Background: an optimization exercise with open tools, aiming at small area and a short achievable clock period. Do not read the settings as production practice. The RTL was checked by simulation tests, not by an equivalence proof against the original design. Power and IR drop assume default switching activity.

==> job 6925 <==
==> flow/design.v <==
`default_nettype none
package rv_pkg;
  typedef logic [32-1:0] word_t;
  typedef logic [4:0] reg_idx_t;
  typedef logic [$clog2(4)-1:0] thread_t;
  typedef logic [6-1:0] rom_addr_t;
  typedef enum logic [2:0] {
    ALU_ADD    = 3'd0,
    ALU_SUB    = 3'd1,
    ALU_AND    = 3'd2,
    ALU_OR     = 3'd3,
    ALU_XOR    = 3'd4,
    ALU_SLT    = 3'd5,
    ALU_SLTU   = 3'd6,
    ALU_PASS_B = 3'd7
  } alu_op_t;
  typedef enum logic [0:0] {
    WB_ALU  = 1'b0,
    WB_LINK = 1'b1
  } wb_sel_t;
  typedef enum logic [2:0] {
    BR_NONE = 3'd0,
    BR_EQ   = 3'd1,
    BR_NE   = 3'd2,
    BR_LT   = 3'd3,
    BR_GE   = 3'd4
  } br_cond_t;
  typedef enum logic [6:0] {
    OPC_OP     = 7'b0110011,
    OPC_OP_IMM = 7'b0010011,
    OPC_LUI    = 7'b0110111,
    OPC_JAL    = 7'b1101111,
    OPC_BRANCH = 7'b1100011
  } opcode_t;
endpackage
`default_nettype wire
`timescale 1ns/1ps
`default_nettype none
module riscv_barrel_core (
  input  wire                    clk,
  input  wire                    reset,
  input  wire rv_pkg::word_t     i_rom_instr,
  output logic                   o_rom_en,
  output rv_pkg::thread_t        o_rom_thread,
  output rv_pkg::rom_addr_t      o_rom_addr,
  output logic                   o_wb_en,
  output rv_pkg::thread_t        o_wb_thread,
  output rv_pkg::reg_idx_t       o_wb_addr,
  output rv_pkg::word_t          o_wb_data
);
  logic       start;
  logic [1:0] thread_cnt;
  logic       d_valid;
  logic       e_valid;
  always_ff @(posedge clk) begin
    if (reset) begin
      start      <= 1'b0;
      thread_cnt <= '0;
      d_valid    <= 1'b0;
      e_valid    <= 1'b0;
    end else begin
      start      <= 1'b1;
      if (start) thread_cnt <= thread_cnt + 1'b1;
      d_valid    <= start;
      e_valid    <= d_valid;
    end
  end
  assign o_rom_en     = start;
  assign o_rom_thread = thread_cnt;
  assign o_wb_thread  = thread_cnt + 2'd1;
  logic [31:1] pc_f, pc_d, pc_e, pc_w;
  logic [31:1] w_tgt;
  logic        w_upd, w_jump;
  always_ff @(posedge clk) begin
    pc_d <= pc_f;
    pc_e <= pc_d;
    pc_f <= w_upd ? (w_jump ? w_tgt : pc_w) : '0;
  end
  assign o_rom_addr = pc_f[7:2];
  logic [31:0] rf_f [1:31];
  logic [31:0] rf_d [1:31];
  logic [31:0] rf_e [1:31];
  logic [31:0] rf_w [1:31];
  always_ff @(posedge clk) begin
    for (int r = 1; r < 32; r++) begin
      rf_d[r] <= rf_f[r];
      rf_e[r] <= rf_d[r];
      rf_w[r] <= rf_e[r];
      rf_f[r] <= (o_wb_en && o_wb_addr == 5'(r)) ? o_wb_data : rf_w[r];
    end
  end
  logic [31:0] instr;
  logic [6:0]  opcode;
  logic [2:0]  funct3;
  logic [4:0]  rd, rs1, rs2;
  logic        is_op, is_opi, is_lui, is_jal, is_br;
  logic        dec_we, dec_br, dec_sub, use_imm;
  logic [31:0] imm_a;
  logic [31:1] imm_t;
  logic [31:0] rs1_val, rs2_val;
  assign instr  = i_rom_instr;
  assign opcode = instr[6:0];
  assign rd     = instr[11:7];
  assign funct3 = instr[14:12];
  assign rs1    = instr[19:15];
  assign rs2    = instr[24:20];
  assign is_op  = (opcode == 7'b0110011);
  assign is_opi = (opcode == 7'b0010011);
  assign is_lui = (opcode == 7'b0110111);
  assign is_jal = (opcode == 7'b1101111);
  assign is_br  = (opcode == 7'b1100011);
  always_comb begin
    dec_we = 1'b0;
    if (is_op)
      dec_we = (funct3 != 3'b001) && (funct3 != 3'b101) &&
               (instr[31:25] == 7'b0000000 ||
                (instr[31:25] == 7'b0100000 && funct3 == 3'b000));
    else if (is_opi)
      dec_we = (funct3 != 3'b001) && (funct3 != 3'b101);
    else if (is_lui || is_jal)
      dec_we = 1'b1;
  end
  assign dec_br  = is_br && !funct3[1];
  assign dec_sub = is_br || (!is_lui && funct3[2:1] == 2'b01) || (is_op && instr[30]);
  assign use_imm = is_opi || is_lui;
  assign imm_a = is_lui ? {instr[31:12], 12'b0} : {{20{instr[31]}}, instr[31:20]};
  assign imm_t = opcode[3] ? {{12{instr[31]}}, instr[19:12], instr[20], instr[30:21]}
                           : {{20{instr[31]}}, instr[7], instr[30:25], instr[11:8]};
  always_comb begin
    rs1_val = '0;
    rs2_val = '0;
    for (int r = 1; r < 32; r++) begin
      rs1_val = rs1_val | ({32{rs1 == 5'(r)}} & rf_d[r]);
      rs2_val = rs2_val | ({32{rs2 == 5'(r)}} & rf_d[r]);
    end
  end
  logic        e_we, e_br, e_jal, e_lui, e_sub;
  logic [2:0]  e_f3;
  logic [4:0]  e_rd;
  logic [31:0] e_a, e_b;
  logic        e_ts;
  logic [19:1] e_tl;
  always_ff @(posedge clk) begin
    e_we  <= dec_we && (rd != 5'd0);
    e_br  <= dec_br;
    e_jal <= is_jal;
    e_lui <= is_lui;
    e_sub <= dec_sub;
    e_f3  <= funct3;
    e_rd  <= rd;
    e_a   <= rs1_val;
    e_b   <= (use_imm ? imm_a : rs2_val) ^ {32{dec_sub}};
    e_ts  <= imm_t[31];
    e_tl  <= imm_t[19:1];
  end
  logic [31:0] sum, res;
  logic        cout, lt, ltu, eq, taken, jump;
  logic [31:1] pc_plus4, pc_tgt;
  logic [31:0] g, p, gk, pk, cin;
  always_comb begin
    g = e_a & e_b;
    p = e_a ^ e_b;
    gk = g;
    pk = p;
    gk[0] = g[0] | (p[0] & e_sub);
    for (int l = 1; l < 32; l = l * 2) begin
      for (int i = 31; i >= l; i--) begin
        gk[i] = gk[i] | (pk[i] & gk[i-l]);
        pk[i] = pk[i] & pk[i-l];
      end
    end
    cin = {gk[30:0], e_sub};
  end
  assign sum  = p ^ cin;
  assign cout = gk[31];
  assign ltu  = ~cout;
  assign lt   = (e_a[31] == e_b[31]) ? e_a[31] : sum[31];
  assign eq   = &p;
  always_comb begin
    case (e_f3)
      3'b000:  res = sum;
      3'b010:  res = {31'b0, lt};
      3'b011:  res = {31'b0, ltu};
      3'b100:  res = p;
      3'b110:  res = e_a | e_b;
      default: res = g;
    endcase
    if (e_lui) res = e_b;
    if (e_jal) res = {pc_plus4, 1'b0};
  end
  assign taken = e_br && ((e_f3[2] ? lt : eq) ^ e_f3[0]);
  assign jump  = e_jal || taken;
  assign pc_plus4 = pc_e + 31'd2;
  assign pc_tgt   = pc_e + {{12{e_ts}}, e_tl};
  always_ff @(posedge clk) begin
    if (reset) begin
      o_wb_en <= 1'b0;
      w_upd   <= 1'b0;
    end else begin
      o_wb_en <= e_valid && e_we;
      w_upd   <= e_valid;
    end
    w_jump    <= jump;
    w_tgt     <= pc_tgt;
    pc_w      <= pc_plus4;
    o_wb_addr <= e_rd;
    o_wb_data <= res;
  end
endmodule
`default_nettype wire
==> flow/run.sh <==
#!/bin/bash
# synth_recipe.tcl (not shown) runs the flow's synth.tcl, then flattens the netlist and writes it again
# the make line also repeats each setting of config.mk as NAME=value (left out here)
make -C /OpenROAD-flow-scripts/flow DESIGN_CONFIG=/design/flow/config.mk WORK_HOME=/design/flow/orfs CLKGATE_MAP_FILE= SYNTH_SCRIPT=/design/flow/synth_recipe.tcl finish
==> flow/config.mk <==
export PLATFORM = sky130hd
export DESIGN_NAME = riscv_barrel_core
export DESIGN_NICKNAME = riscv_barrel_core
export VERILOG_FILES = /design/flow/design.v
export SDC_FILE = /design/flow/constraint.sdc
export NUM_CORES = 4
export LEC_CHECK = 0
export CAP_MARGIN = 20
export CORE_MARGIN = 2
export CORE_UTILIZATION = 60
export CTS_CLUSTER_DIAMETER = 100
export CTS_CLUSTER_SIZE = 25
export PLACE_DENSITY = 0.7
export SETUP_SLACK_MARGIN = 3.2
export SLEW_MARGIN = 20
==> flow/constraint.sdc <==
create_clock -name core_clock -period 6.0 [get_ports {clk}]
set_input_delay 1.2000 -clock core_clock [delete_from_list [all_inputs] [get_ports {clk}]]
set_output_delay 1.2000 -clock core_clock [all_outputs]
set_load 0.01 [all_outputs]
==> inputs of job 4316, as changes to job 6925 <==
==> flow/design.v, changed modules only <==
module riscv_barrel_core (
  input  wire                    clk,
  input  wire                    reset,
  input  wire rv_pkg::word_t     i_rom_instr,
  output logic                   o_rom_en,
  output rv_pkg::thread_t        o_rom_thread,
  output rv_pkg::rom_addr_t      o_rom_addr,
  output logic                   o_wb_en,
  output rv_pkg::thread_t        o_wb_thread,
  output rv_pkg::reg_idx_t       o_wb_addr,
  output rv_pkg::word_t          o_wb_data
);
  logic       start;
  logic [1:0] thread_cnt;
  logic       d_valid;
  logic       e_valid;
  always_ff @(posedge clk) begin
    if (reset) begin
      start      <= 1'b0;
      thread_cnt <= '0;
      d_valid    <= 1'b0;
      e_valid    <= 1'b0;
    end else begin
      start      <= 1'b1;
      if (start) thread_cnt <= thread_cnt + 1'b1;
      d_valid    <= start;
      e_valid    <= d_valid;
    end
  end
  assign o_rom_en     = start;
  assign o_rom_thread = thread_cnt;
  logic [1:0] wb_thread;
  always_ff @(posedge clk) wb_thread <= thread_cnt + 2'd2;
  assign o_wb_thread  = wb_thread;
  logic [31:1] pc_f, pc_d, pc_e, pc_w;
  logic [31:1] w_tgt;
  logic        w_upd, w_jump;
  always_ff @(posedge clk) begin
    pc_d <= pc_f;
    pc_e <= pc_d;
    pc_f <= w_upd ? (w_jump ? w_tgt : pc_w) : '0;
  end
  assign o_rom_addr = pc_f[7:2];
  logic [31:0] rf_f [1:31];
  logic [31:0] rf_d [1:31];
  logic [31:0] rf_e [1:31];
  logic [31:0] rf_w [1:31];
  logic [2:0]  ring_cnt;
  logic        rd_phase;
  logic [31:0] wr_data;
  always_ff @(posedge clk) ring_cnt <= ring_cnt + 3'd1;
  assign rd_phase = ring_cnt[2];
  assign wr_data  = o_wb_data ^ {32{~(ring_cnt[2] ^ (ring_cnt[1]))}};
  always_ff @(posedge clk) begin
    for (int r = 1; r < 32; r++) begin
      rf_d[r] <= rf_f[r];
      rf_e[r] <= rf_d[r];
      rf_w[r] <= rf_e[r];
      rf_f[r] <= ~((o_wb_en && o_wb_addr == 5'(r)) ? wr_data : rf_w[r]);
    end
  end
  logic [31:0] instr;
  logic [6:0]  opcode;
  logic [2:0]  funct3;
  logic [4:0]  rd, rs1, rs2;
  logic        is_op, is_opi, is_lui, is_jal, is_br;
  logic        dec_we, dec_br, dec_sub, use_imm;
  logic [31:0] imm_a;
  logic [31:1] imm_t;
  logic [31:0] rs1_val, rs2_val;
  assign instr  = i_rom_instr;
  assign opcode = instr[6:0];
  assign rd     = instr[11:7];
  assign funct3 = instr[14:12];
  assign rs1    = instr[19:15];
  assign rs2    = instr[24:20];
  assign is_op  = (opcode == 7'b0110011);
  assign is_opi = (opcode == 7'b0010011);
  assign is_lui = (opcode == 7'b0110111);
  assign is_jal = (opcode == 7'b1101111);
  assign is_br  = (opcode == 7'b1100011);
  always_comb begin
    dec_we = 1'b0;
    if (is_op)
      dec_we = (funct3 != 3'b001) && (funct3 != 3'b101) &&
               (instr[31:25] == 7'b0000000 ||
                (instr[31:25] == 7'b0100000 && funct3 == 3'b000));
    else if (is_opi)
      dec_we = (funct3 != 3'b001) && (funct3 != 3'b101);
    else if (is_lui || is_jal)
      dec_we = 1'b1;
  end
  assign dec_br  = is_br && !funct3[1];
  assign dec_sub = is_br || (!is_lui && funct3[2:1] == 2'b01) || (is_op && instr[30]);
  assign use_imm = is_opi || is_lui;
  assign imm_a = is_lui ? {instr[31:12], 12'b0} : {{20{instr[31]}}, instr[31:20]};
  assign imm_t = opcode[3] ? {{12{instr[31]}}, instr[19:12], instr[20], instr[30:21]}
                           : {{20{instr[31]}}, instr[7], instr[30:25], instr[11:8]};
  always_comb begin
    rs1_val = '0;
    rs2_val = '0;
    for (int r = 1; r < 32; r++) begin
      rs1_val = rs1_val | ({32{rs1 == 5'(r)}} & rf_d[r]);
      rs2_val = rs2_val | ({32{rs2 == 5'(r)}} & rf_d[r]);
    end
  end
  logic [31:0] op_a, op_b;
  logic xa, xb;
  assign xa   = dec_sub ^ (rd_phase & (rs1 != 5'd0) & ~is_lui);
  assign xb   = rd_phase & (rs2 != 5'd0) & ~use_imm;
  assign op_a = (rs1_val & {32{~is_lui}}) ^ {32{xa}};
  assign op_b = (use_imm ? imm_a : rs2_val) ^ {32{xb}};
  logic        e_we, e_br, e_jal, e_lui, e_sub;
  logic [2:0]  e_f3;
  logic [4:0]  e_rd;
  logic [31:0] e_g, e_p;
  logic        e_ts;
  logic [19:1] e_tl;
  always_ff @(posedge clk) begin
    e_we  <= dec_we && (rd != 5'd0);
    e_br  <= dec_br;
    e_jal <= is_jal;
    e_lui <= is_lui;
    e_sub <= dec_sub;
    e_f3  <= funct3;
    e_rd  <= rd;
    e_g   <= op_a & op_b;
    e_p   <= op_a ^ op_b;
    e_ts  <= imm_t[31];
    e_tl  <= imm_t[19:1];
  end
  logic [31:0] res;
  logic        cout, lt, ltu, eq, taken, jump;
  logic [31:1] pc_plus4, pc_tgt;
  logic [31:0] gk, pk, cy, x0, x1;
  logic        c31, c32;
  logic        s_add, s_sub, s_slt, s_sltu, s_xor, s_or, s_and;
  always_comb begin
    gk = e_g;
    pk = e_p;
    for (int l = 1; l < 32; l = l * 2) begin
      for (int i = 31; i >= l; i--) begin
        gk[i] = gk[i] | (pk[i] & gk[i-l]);
        pk[i] = pk[i] & pk[i-l];
      end
    end
  end
  assign cy  = {gk[30:0], 1'b0};
  assign c31 = gk[30];
  assign c32 = gk[31];
  assign ltu = c32;
  assign lt  = e_p[31] ? c31 : ~e_g[31];
  assign eq  = &e_p;
  assign s_add  = ~e_jal & (e_f3 == 3'b000) & ~e_sub & ~e_lui;
  assign s_sub  = ~e_jal & (e_f3 == 3'b000) & e_sub & ~e_lui;
  assign s_slt  = ~e_jal & (e_f3 == 3'b010) & ~e_lui;
  assign s_sltu = ~e_jal & (e_f3 == 3'b011) & ~e_lui;
  assign s_xor  = ~e_jal & ((e_f3 == 3'b100) | e_lui);
  assign s_or   = ~e_jal & (e_f3 == 3'b110) & ~e_lui;
  assign s_and  = ~e_jal & (e_f3 == 3'b111) & ~e_lui;
  always_comb begin
    logic [31:0] other;
    other = ({32{s_xor}} & e_p)
          | ({32{s_or}}  & (e_p | e_g))
          | ({32{s_and}} & e_g)
          | ({32{e_jal}} & {pc_plus4, 1'b0});
    x0 = other | ({32{s_add}} & e_p) | ({32{s_sub}} & ~e_p);
    x1 = other | ({32{s_add}} & ~e_p) | ({32{s_sub}} & e_p);
    res = (cy & x1) | (~cy & x0);
    res[0] = x0[0] | (s_slt & lt) | (s_sltu & ltu);
  end
  assign taken = e_br && ((e_f3[2] ? lt : eq) ^ e_f3[0]);
  assign jump  = e_jal || taken;
  assign pc_plus4 = pc_e + 31'd2;
  logic [19:0] tgt_lo;
  logic [31:20] hi_inc, hi_dec, hi_c1, hi_c0;
  assign tgt_lo = {1'b0, pc_e[19:1]} + {1'b0, e_tl};
  assign hi_inc = pc_e[31:20] + 12'd1;
  assign hi_dec = pc_e[31:20] - 12'd1;
  assign hi_c1  = e_ts ? pc_e[31:20] : hi_inc;
  assign hi_c0  = e_ts ? hi_dec : pc_e[31:20];
  assign pc_tgt = {tgt_lo[19] ? hi_c1 : hi_c0, tgt_lo[18:0]};
  always_ff @(posedge clk) begin
    if (reset) begin
      o_wb_en <= 1'b0;
      w_upd   <= 1'b0;
    end else begin
      o_wb_en <= e_valid && e_we;
      w_upd   <= e_valid;
    end
    w_jump    <= jump;
    w_tgt     <= pc_tgt;
    pc_w      <= pc_plus4;
    o_wb_addr <= e_rd;
    o_wb_data <= res;
  end
endmodule
- CORE_UTILIZATION: 60 -> 55
- PLACE_DENSITY: 0.7 -> 0.68
==> inputs of job 9220, as changes to job 6925 <==
==> flow/design.v, changed modules only <==
module riscv_barrel_core (
  input  wire                    clk,
  input  wire                    reset,
  input  wire rv_pkg::word_t     i_rom_instr,
  output logic                   o_rom_en,
  output rv_pkg::thread_t        o_rom_thread,
  output rv_pkg::rom_addr_t      o_rom_addr,
  output logic                   o_wb_en,
  output rv_pkg::thread_t        o_wb_thread,
  output rv_pkg::reg_idx_t       o_wb_addr,
  output rv_pkg::word_t          o_wb_data
);
  logic       start;
  logic [1:0] thread_cnt;
  logic       d_valid;
  logic       e_valid;
  always_ff @(posedge clk) begin
    if (reset) begin
      start      <= 1'b0;
      thread_cnt <= '0;
      d_valid    <= 1'b0;
      e_valid    <= 1'b0;
    end else begin
      start      <= 1'b1;
      if (start) thread_cnt <= thread_cnt + 1'b1;
      d_valid    <= start;
      e_valid    <= d_valid;
    end
  end
  assign o_rom_en     = start;
  assign o_rom_thread = thread_cnt;
  assign o_wb_thread  = thread_cnt + 2'd1;
  logic [31:1] pc_f, pc_d, pc_e, pc_w;
  logic [31:1] next_pc;
  logic        pc_upd;
  assign pc_upd = e_valid & ~reset;
  always_ff @(posedge clk) begin
    pc_d <= pc_f;
    pc_e <= pc_d;
    pc_w <= pc_upd ? next_pc : '0;
    pc_f <= pc_w;
  end
  assign o_rom_addr = pc_f[7:2];
  logic [31:0] rf_f [1:31];
  logic [31:0] rf_d [1:31];
  logic [31:0] rf_e [1:31];
  logic [31:0] rf_w [1:31];
  always_ff @(posedge clk) begin
    for (int r = 1; r < 32; r++) begin
      rf_d[r] <= rf_f[r];
      rf_e[r] <= rf_d[r];
      rf_w[r] <= rf_e[r];
      rf_f[r] <= (o_wb_en && o_wb_addr == 5'(r)) ? o_wb_data : rf_w[r];
    end
  end
  logic [31:0] instr;
  logic [6:0]  opcode;
  logic [2:0]  funct3;
  logic [4:0]  rd, rs1, rs2;
  logic        is_op, is_opi, is_lui, is_jal, is_br;
  logic        dec_we, dec_br, dec_sub, use_imm;
  logic [31:0] imm_a;
  logic [31:1] imm_t;
  logic [31:0] rs1_val, rs2_val;
  assign instr  = i_rom_instr;
  assign opcode = instr[6:0];
  assign rd     = instr[11:7];
  assign funct3 = instr[14:12];
  assign rs1    = instr[19:15];
  assign rs2    = instr[24:20];
  assign is_op  = (opcode == 7'b0110011);
  assign is_opi = (opcode == 7'b0010011);
  assign is_lui = (opcode == 7'b0110111);
  assign is_jal = (opcode == 7'b1101111);
  assign is_br  = (opcode == 7'b1100011);
  always_comb begin
    dec_we = 1'b0;
    if (is_op)
      dec_we = (funct3 != 3'b001) && (funct3 != 3'b101) &&
               (instr[31:25] == 7'b0000000 ||
                (instr[31:25] == 7'b0100000 && funct3 == 3'b000));
    else if (is_opi)
      dec_we = (funct3 != 3'b001) && (funct3 != 3'b101);
    else if (is_lui || is_jal)
      dec_we = 1'b1;
  end
  assign dec_br  = is_br && !funct3[1];
  assign dec_sub = is_br || (funct3[2:1] == 2'b01) || (is_op && instr[30]);
  assign use_imm = is_opi || is_lui;
  assign imm_a = is_lui ? {instr[31:12], 12'b0} : {{20{instr[31]}}, instr[31:20]};
  assign imm_t = opcode[3] ? {{12{instr[31]}}, instr[19:12], instr[20], instr[30:21]}
                           : {{20{instr[31]}}, instr[7], instr[30:25], instr[11:8]};
  always_comb begin
    rs1_val = '0;
    rs2_val = '0;
    for (int r = 1; r < 32; r++) begin
      rs1_val = rs1_val | ({32{rs1 == 5'(r)}} & rf_d[r]);
      rs2_val = rs2_val | ({32{rs2 == 5'(r)}} & rf_d[r]);
    end
  end
  logic        e_we, e_br, e_jal, e_lui, e_sub;
  logic [2:0]  e_f3;
  logic [4:0]  e_rd;
  logic [31:0] e_a, e_b;
  logic        e_ts;
  logic [19:1] e_tl;
  always_ff @(posedge clk) begin
    e_we  <= dec_we && (rd != 5'd0);
    e_br  <= dec_br;
    e_jal <= is_jal;
    e_lui <= is_lui;
    e_sub <= dec_sub;
    e_f3  <= funct3;
    e_rd  <= rd;
    e_a   <= rs1_val;
    e_b   <= use_imm ? imm_a : rs2_val;
    e_ts  <= imm_t[31];
    e_tl  <= imm_t[19:1];
  end
  logic [31:0] b_in, sum, res;
  logic        cout, lt, ltu, eq, taken, jump;
  logic [31:1] e_imm, pc_plus4, pc_tgt;
  assign b_in        = e_b ^ {32{e_sub}};
  assign {cout, sum} = {1'b0, e_a} + {1'b0, b_in} + {32'b0, e_sub};
  assign ltu         = ~cout;
  assign lt          = (e_a[31] ^ e_b[31]) ? e_a[31] : sum[31];
  assign eq          = (e_a == e_b);
  always_comb begin
    case (e_f3)
      3'b000:  res = sum;
      3'b010:  res = {31'b0, lt};
      3'b011:  res = {31'b0, ltu};
      3'b100:  res = e_a ^ e_b;
      3'b110:  res = e_a | e_b;
      default: res = e_a & e_b;
    endcase
    if (e_lui) res = e_b;
    if (e_jal) res = {pc_plus4, 1'b0};
  end
  assign taken = e_br && ((e_f3[2] ? lt : eq) ^ e_f3[0]);
  assign jump  = e_jal || taken;
  assign e_imm    = {{12{e_ts}}, e_tl};
  assign pc_plus4 = pc_e + 31'd2;
  assign pc_tgt   = pc_e + e_imm;
  assign next_pc  = jump ? pc_tgt : pc_plus4;
  always_ff @(posedge clk) begin
    if (reset) o_wb_en <= 1'b0;
    else       o_wb_en <= e_valid && e_we;
    o_wb_addr <= e_rd;
    o_wb_data <= res;
  end
endmodule
- CORE_UTILIZATION: 60 -> 40
- CTS_CLUSTER_DIAMETER: 100 -> not set
- CTS_CLUSTER_SIZE: 25 -> not set
- PLACE_DENSITY: 0.7 -> 0.6
- SETUP_SLACK_MARGIN: 3.2 -> not set
==> qor summary <==
| quantity | job 6925 | job 4316 | job 9220 |
|---|---|---|---|
| Synthesized area per cell | 13.9 um^2 | 12.3 um^2 | 14.0 um^2 |
| M1 GR Usage | 58.1% | 53.2% | 38.6% |
| Clk sinks | 4265 | 4270 | 4232 |
| Buffers inserted during post-CTS setup optimization | 215 | 151 | 0 |
| Slew margin rel. | 13.5% | 13.8% | 9.43% |
| Tapcell count | 2526 | 2688 | 3781 |
| Area taken by flip-flops and latches | 85700 um^2 | 85600 um^2 | 84700 um^2 |
| Overall via count from detail_route | 72900 | 76000 | 72400 |
| Routed length on met1 | 172 mm | 168 mm | 183 mm |
| Reg-to-reg slack, setup | 2.96 ns | 3.03 ns | 1.44 ns |
| Layout area overhead | 12.7% | 12.8% | 17.1% |
| Internal Pwr Total | 34.8 mW | 34.6 mW | 42.6 mW |
| Total standard cell area after synthesis | 116000 um^2 | 113000 um^2 | 116000 um^2 |
| Number of antenna violations at the first check in global routing | 51 | 37 | 32 |
| Clock-net power | 14.5 mW | 14.6 mW | 25.1 mW |
| Net switching component of the power | 9.48 mW | 9.46 mW | 11.5 mW |
| Result of the run | timing/DRC/antenna clean | timing/DRC/antenna clean | timing/DRC/antenna clean |
| Overall die width | 444 um | 457 um | 542 um |
| Crit Path Max Fanout | 3 | 17 | 5 |
| Simple-gate share of the synthesized area | 3.81% | 6.54% | 3.51% |
| Fraction of the mapped netlist area in compound gates | 8.88% | 13.1% | 9.27% |
| Global placement routability congestion | 0.991 | 0.991 | 0.944 |
| Share of synthesized area spent on multiplexers | 9.98% | 0.431% | 9.79% |
| Largest net degree at the start of global routing | 40 | 49 | 55 |
| Number of detailed-routing iterations run before antenna repair | 15 | 13 | 12 |

[re-timing with driven ports]
In the flow no input, the clock included, has a driving cell. The finished layouts below were timed again as built, in two steps.
Step 1 assumes that a clkbuf_16 drives the clock port and a buf_2 every other input.
Step 2 adds t to the input delays and takes it off the output delays; t is the mean of the earliest and latest rising clock arrival at the registers after step 1. Input paths then give back, and output paths get back, about the clock's delay inside the block.
Three values: ideal ports, drivers, drivers and shift; two values: the first two.
run | shift t [ns] | slack for setup (ns) | worst setup path at the end | worst slew at a driven data input, ns | cell pins on the clock port's net
job 6925 | 0.970 | 2.962 / 2.962 / 2.075 | input to register | 0.18 | 1
job 4316 | 1.006 | 3.006 / 3.033 / 2.031 | input to register | 0.13 | 1
job 9220 | 1.009 | 1.437 / 1.437 / 0.617 | input to register | 0.17 | 1
After both steps setup and hold are still met in every run listed. The setup slack of job 4316, which loses most, moves by +0.027 ns with the drivers and by -0.975 ns with both steps.
